From an optimization exercise on the open Yosys and OpenROAD flow, aimed at small area, a short achievable clock period and few clock cycles per item; shortcuts taken in it are not production practice. RTL that was checked went through simulation tests only; none was proved equivalent to the original.

## old
## systolic_array_os
module systolic_array_os #(
  parameter  int N      = 4,
  parameter  int DATA_W = 8,
  parameter  int ACC_W  = 24,
  parameter  int MAX_K  = 64,
  localparam int KW     = $clog2(MAX_K + 1),
  localparam int IW     = (N > 1) ? $clog2(N) : 1
) (
  input  logic                clk,
  input  logic                reset_n,
  input  logic                start,
  input  logic [KW-1:0]       k_len,
  input  logic                in_valid,
  output logic                in_ready,
  input  logic [N*DATA_W-1:0] a_vec,
  input  logic [N*DATA_W-1:0] b_vec,
  output logic                out_valid,
  input  logic                out_ready,
  output logic [IW-1:0]       out_idx,
  output logic [N*ACC_W-1:0]  out_row,
  output logic                busy,
  output logic                done
);
  localparam int SW  = 22;
  localparam int B   = 15;
  localparam int NCQ = 2;
  localparam logic [B-1:0]  MASK0 = B'('b111111111111111);
  localparam logic [B-1:0]  MASK1 = B'('b111111111111111);
  localparam logic [SW-1:0] BOOTH_C = 22'h3fab00;
  logic          busy_q, ir_q, wait_q, ld_q, ov_q, clr_q, done_q;
  logic [KW-1:0] kr_q;
  logic [IW-1:0] row_q;
  logic [N-1:0]  sel_q;
  logic          start_acc, accept, take, last_beat, last_row, load;
  assign start_acc = start && !busy_q;
  assign accept    = in_valid && ir_q;
  assign take      = ov_q && out_ready;
  assign last_beat = kr_q == KW'(1);
  assign last_row  = row_q == IW'(N - 1);
  assign load      = ld_q || (take && !last_row);
  assign busy      = busy_q;
  assign in_ready  = ir_q;
  assign out_valid = ov_q;
  assign out_idx   = row_q;
  assign done      = done_q;
  always_ff @(posedge clk or negedge reset_n) begin
    if (!reset_n) begin
      busy_q <= 1'b0;
  ...
Settings: LEC_CHECK=0, CAP_MARGIN=20, CORE_MARGIN=2, CORE_UTILIZATION=60, CTS_CLUSTER_DIAMETER=80, CTS_CLUSTER_SIZE=30, SLEW_MARGIN=20, SYNTH_HIERARCHICAL=1; clock period 9.0 ns.
standard.sh (not shown) runs the stock make flow with config.mk's settings and CLKGATE_MAP_FILE= SYNTH_SCRIPT=/design/flow/synth_recipe.tcl, a recipe that flattens the netlist after the stock synthesis.
==> flow/flow/run.sh <==
#!/bin/bash
# Standard layout, with timing repair aiming past the design's clock period.
set -euo pipefail
cp standard.sh standard_copy.log
bash standard.sh SETUP_SLACK_MARGIN=6 finish > standard.log 2>&1
What new does differently from old at the input level:
- clearing CTS_CLUSTER_DIAMETER, which used to be 80
- clearing CTS_CLUSTER_SIZE, which used to be 30
- swapping 60 for 40 in CORE_UTILIZATION
### Flow results
Going from old to new, area growth from synthesis to layout climbed 4.8 points, critical path data arrival time dropped 0.23 ns.
Function was not checked in any run of this note: the RTL went through the layout flow alone.

Another version of the RTL of systolic_array_os (not shown whole).
Size in the first run: ~810 flip-flops, ~180 I/O pins, about 57000 µm² of cells after synthesis.
export LEC_CHECK = 0
export CAP_MARGIN = 20
export CORE_MARGIN = 2
export CORE_UTILIZATION = 40
export SLEW_MARGIN = 20
export SYNTH_HIERARCHICAL = 1
create_clock -name core_clock -period 9.0 [get_ports {clk}]
==> flow/flow/run.sh <==
#!/bin/bash
# The standard layout (standard.sh: the standard synthesis, floorplan, placement,
# CTS, routing) with three settings changed: the timing repair steps aim at a 6 ns
# setup margin (a 3 ns period) instead of the design's 9 ns period, they repair only
# the worst path (TNS_END_PERCENT=0), and the port buffers are buf_4 cells.
# Make's full output goes to standard.log; each ORFS step also keeps its own log under
# orfs/logs/.
set -euo pipefail
bash standard.sh SETUP_SLACK_MARGIN=6.3 TNS_END_PERCENT=0 \
  "BUFFER_PORTS_ARGS=-buffer_cell sky130_fd_sc_hd__buf_4" finish > standard.log 2>&1
The baseline passed the timing, design-rule and antenna checks.
Then changed:
--- a/flow/flow/run.sh
+++ b/flow/flow/run.sh
@@ -9 +9 @@
-bash standard.sh SETUP_SLACK_MARGIN=6.3 TNS_END_PERCENT=0 \
+bash standard.sh SETUP_SLACK_MARGIN=6.0 TNS_END_PERCENT=0 \
Design area stays the same. Wire length stays the same. Register-to-register slack is about the same. Via count stays the same. Fmax does not change. Utilization does not change. Hold slack is unchanged. Synthesized area stays the same.
Then changed:
Settings changed: CORE_UTILIZATION 40 to 55.
After rerunning: Count of clock-buffer cells in the layout shrinks by 1; hold slack stays flat; area after synthesis does not change; fmax shrinks by 1.6%; die area shrinks by about 27%; setup slack is worse by 0.054 ns; cell count shrinks by 6.8%; sequential share of layout area grows by 0.28 points.
No run of this note included a check of the RTL's function; only the layout flow was run.

Another version of the RTL of systolic_array_os (not shown whole).
For scale: ~5600 cells after synthesis, about 810 flip-flops, about 59000 µm² of cells after synthesis.
==> flow/config.mk <==
export PLATFORM = sky130hd
export DESIGN_NAME = systolic_array_os
export DESIGN_NICKNAME = systolic_array_os
export VERILOG_FILES = /design/flow/design.v
export SDC_FILE = /design/flow/constraint.sdc
export NUM_CORES = 4
export LEC_CHECK = 0
export CAP_MARGIN = 20
export CORE_MARGIN = 2
export CORE_UTILIZATION = 40
export SLEW_MARGIN = 20
export SYNTH_HIERARCHICAL = 1
==> flow/constraint.sdc <==
create_clock -name core_clock -period 9.0 [get_ports {clk}]
set_input_delay 1.8000 -clock core_clock [delete_from_list [all_inputs] [get_ports {clk}]]
set_output_delay 1.8000 -clock core_clock [all_outputs]
set_load 0.01 [all_outputs]
==> flow/flow/run.sh <==
#!/bin/bash
# Standard layout, with timing repair aiming past the design's clock period.
set -euo pipefail
cp standard.sh standard_copy.log
bash standard.sh SETUP_SLACK_MARGIN=5.7 finish > standard.log 2>&1
The first run completed without violations.
Edit:
--- a/flow/flow/run.sh
+++ b/flow/flow/run.sh
@@ -5 +5 @@
-bash standard.sh SETUP_SLACK_MARGIN=5.7 finish > standard.log 2>&1
+bash standard.sh SETUP_SLACK_MARGIN=6 finish > standard.log 2>&1
What happened:
- global-route usage is higher by 0.52 points
- synthesized area does not change
- die area is unchanged
- worst setup slack gets better by 21 ps
No run of this note included a check of the RTL's function; only the layout flow was run.

## v42
Another version of the RTL of systolic_array_os (not shown whole).
Size in the first run: ~5500 cells after synthesis, roughly 810 flip-flops, ~180 I/O pins, about 0.057 mm2 of cells after synthesis.
clock: 9.0 ns
lec_check: 0
cap_margin: 20
core_margin: 2
core_utilization: 40
setup_slack_margin: 5
slew_margin: 20
synth_hierarchical: 1
tns_end_percent: 0
run.sh (not shown) runs the stock make flow with config.mk's settings and CLKGATE_MAP_FILE= SYNTH_SCRIPT=/design/flow/synth_recipe.tcl, a recipe that flattens the netlist after the stock synthesis.
Stock flow here: none of the scripts above is used.
v42 finished every step from synthesis to the final layout, and the layout passed the timing, design-rule and antenna checks.
Testbench counts of v42, summed over its fixed seeds: cycles 15,559, jobs 384.
## Diff of input files: v10 against v42
Settings: clearing TNS_END_PERCENT, which used to be 0; clearing SETUP_SLACK_MARGIN, which used to be 5.
==> flow/flow/run.sh (new file) <==
#!/bin/bash
# The standard layout (standard.sh: the standard synthesis, floorplan, placement,
# CTS, routing) with three settings changed: the timing repair steps aim at a 6 ns
# setup margin (a 3 ns period) instead of the design's 9 ns period, they repair only
# the worst path (TNS_END_PERCENT=10), and the port buffers are buf_4 cells.
# Make's full output goes to standard.log; each ORFS step also keeps its own log under
# orfs/logs/.
set -euo pipefail
bash standard.sh SETUP_SLACK_MARGIN=6.0 TNS_END_PERCENT=10 \
  "BUFFER_PORTS_ARGS=-buffer_cell sky130_fd_sc_hd__buf_4" finish > standard.log 2>&1
==> flow/standard.sh (new file) <==
#!/bin/bash
# synth_recipe.tcl (not shown) runs the flow's synth.tcl, then flattens the netlist and writes it again
# the make line also repeats each setting of config.mk as NAME=value (left out here)
make -C /OpenROAD-flow-scripts/flow DESIGN_CONFIG=/design/flow/config.mk WORK_HOME=/design/flow/orfs CLKGATE_MAP_FILE= SYNTH_SCRIPT=/design/flow/synth_recipe.tcl "${@:-finish}"
removed: flow/run.sh
--- outcome ---
Of v10 and v42, the run reporting the lower synthesis-to-finish area growth was v42.
Summary: setup slack, v10 better than v42
v10 vs v42 — number of ordinary and repair buffers in the finished layout rose 34.
Measured against each other, v10 and v42 differ in buffering stage count on the worst path with inverters included, the higher figure coming from v42.
Wire length of v10 exceeds that of v42 slightly.
v42 → v10: worst clock skew held steady; number of vias after detailed routing grew by 319.
--- input diff v10..v39 ---
Settings: a change of CORE_UTILIZATION from 40 to 55.
==> flow/flow/run.sh <==
#!/bin/bash
# The standard layout (standard.sh: the standard synthesis, floorplan, placement,
# CTS, routing) with three settings changed: the timing repair steps aim at a 6 ns
# setup margin (a 3 ns period) instead of the design's 9 ns period, they repair only
# the worst path (TNS_END_PERCENT=0), and the port buffers are buf_4 cells.
# Make's full output goes to standard.log; each ORFS step also keeps its own log under
# orfs/logs/.
set -euo pipefail
bash standard.sh SETUP_SLACK_MARGIN=6.0 TNS_END_PERCENT=0 \
  "BUFFER_PORTS_ARGS=-buffer_cell sky130_fd_sc_hd__buf_4" finish > standard.log 2>&1
## What came out
Every run in the comparison, v10 and v39, completed the flow with a clean layout. ~same antenna violation net count after detailed routing in v10 and v39. v10 → v39: overall routed net length shows a reduction of about 3.4%, die area shows a reduction of 27%, fill cell instance count of the final layout shows a reduction of 4651.
> inputs changed (v39 -> v13)
Settings: CTS_CLUSTER_DIAMETER now 60, previously not set; CTS_CLUSTER_SIZE now 20, previously not set; CORE_UTILIZATION now 40, was 55.
### Flow results
- v13 ended with every stage complete and zero timing, DRC or antenna violations.
- v13 against v39: synthesized net count neither gained nor lost much, total number of tap cells went up 510.
- In the reports for v39 and v13, the smaller routability congestion estimate from global placement belongs to v13.
- Synthesis-to-layout area growth (lower): v39
- v39 → v13: global-route wire length before repair increased by 2.7% relative to the old numbers, setup slack increased by 0.025 ns relative to the old numbers, area of the multi-input gates closely matched the old numbers.

separate check: timing with driven ports:
No port has a modelled driver above. Below, the same layouts with a new extraction and two added sets of constraints. Step 1 assumes that a clkbuf_16 drives the clock port and a buf_2 every other input. Step 2 times the ports against the registers' clock, not the clock port: input delays grow and output delays shrink by t, the midpoint of the rising clock arrivals with the driver on. Slacks: no drivers / after step 1 / after step 2; pairs: no drivers / after step 1.
run | shift t [ns] | slack for setup (ns) | latest minus earliest clock arrival (ns) | slew at the worst register clock pin (ns)
old | 0.754 | 5.408 / 5.408 / 5.370 | 0.029 / 0.030 | 0.12 / 0.12
new | 0.792 | 5.638 / 5.636 / 5.325 | 0.028 / 0.027 | 0.07 / 0.07
the first run of note 2 | 0.802 | 5.631 / 5.631 / 5.006 | 0.049 / 0.048 | 0.07 / 0.07
the second run of note 2 | 0.802 | 5.631 / 5.631 / 5.006 | 0.049 / 0.048 | 0.07 / 0.07
the third run of note 2 | 0.754 | 5.577 / 5.577 / 5.055 | 0.036 / 0.035 | 0.06 / 0.06
the first run of note 3 | 0.794 | 5.705 / 5.672 / 4.963 | 0.038 / 0.038 | 0.07 / 0.07
the second run of note 3 | 0.780 | 5.726 / 5.726 / 5.353 | 0.025 / 0.024 | 0.07 / 0.07
v42 | 0.772 | 5.346 / 5.401 / 4.629 | 0.041 / 0.040 | 0.07 / 0.07
v10 | 0.788 | 5.815 / 5.739 / 5.444 | 0.039 / 0.039 | 0.07 / 0.07
v39 | 0.748 | 5.813 / 5.740 / 5.253 | 0.024 / 0.023 | 0.07 / 0.07
v13 | 0.785 | 5.837 / 5.762 / 5.274 | 0.051 / 0.052 | 0.08 / 0.08
After both steps every run listed still meets setup and hold. For the first run of note 3, which loses most, drivers alone change the setup slack by -0.033 ns; drivers and shift together by -0.742 ns.
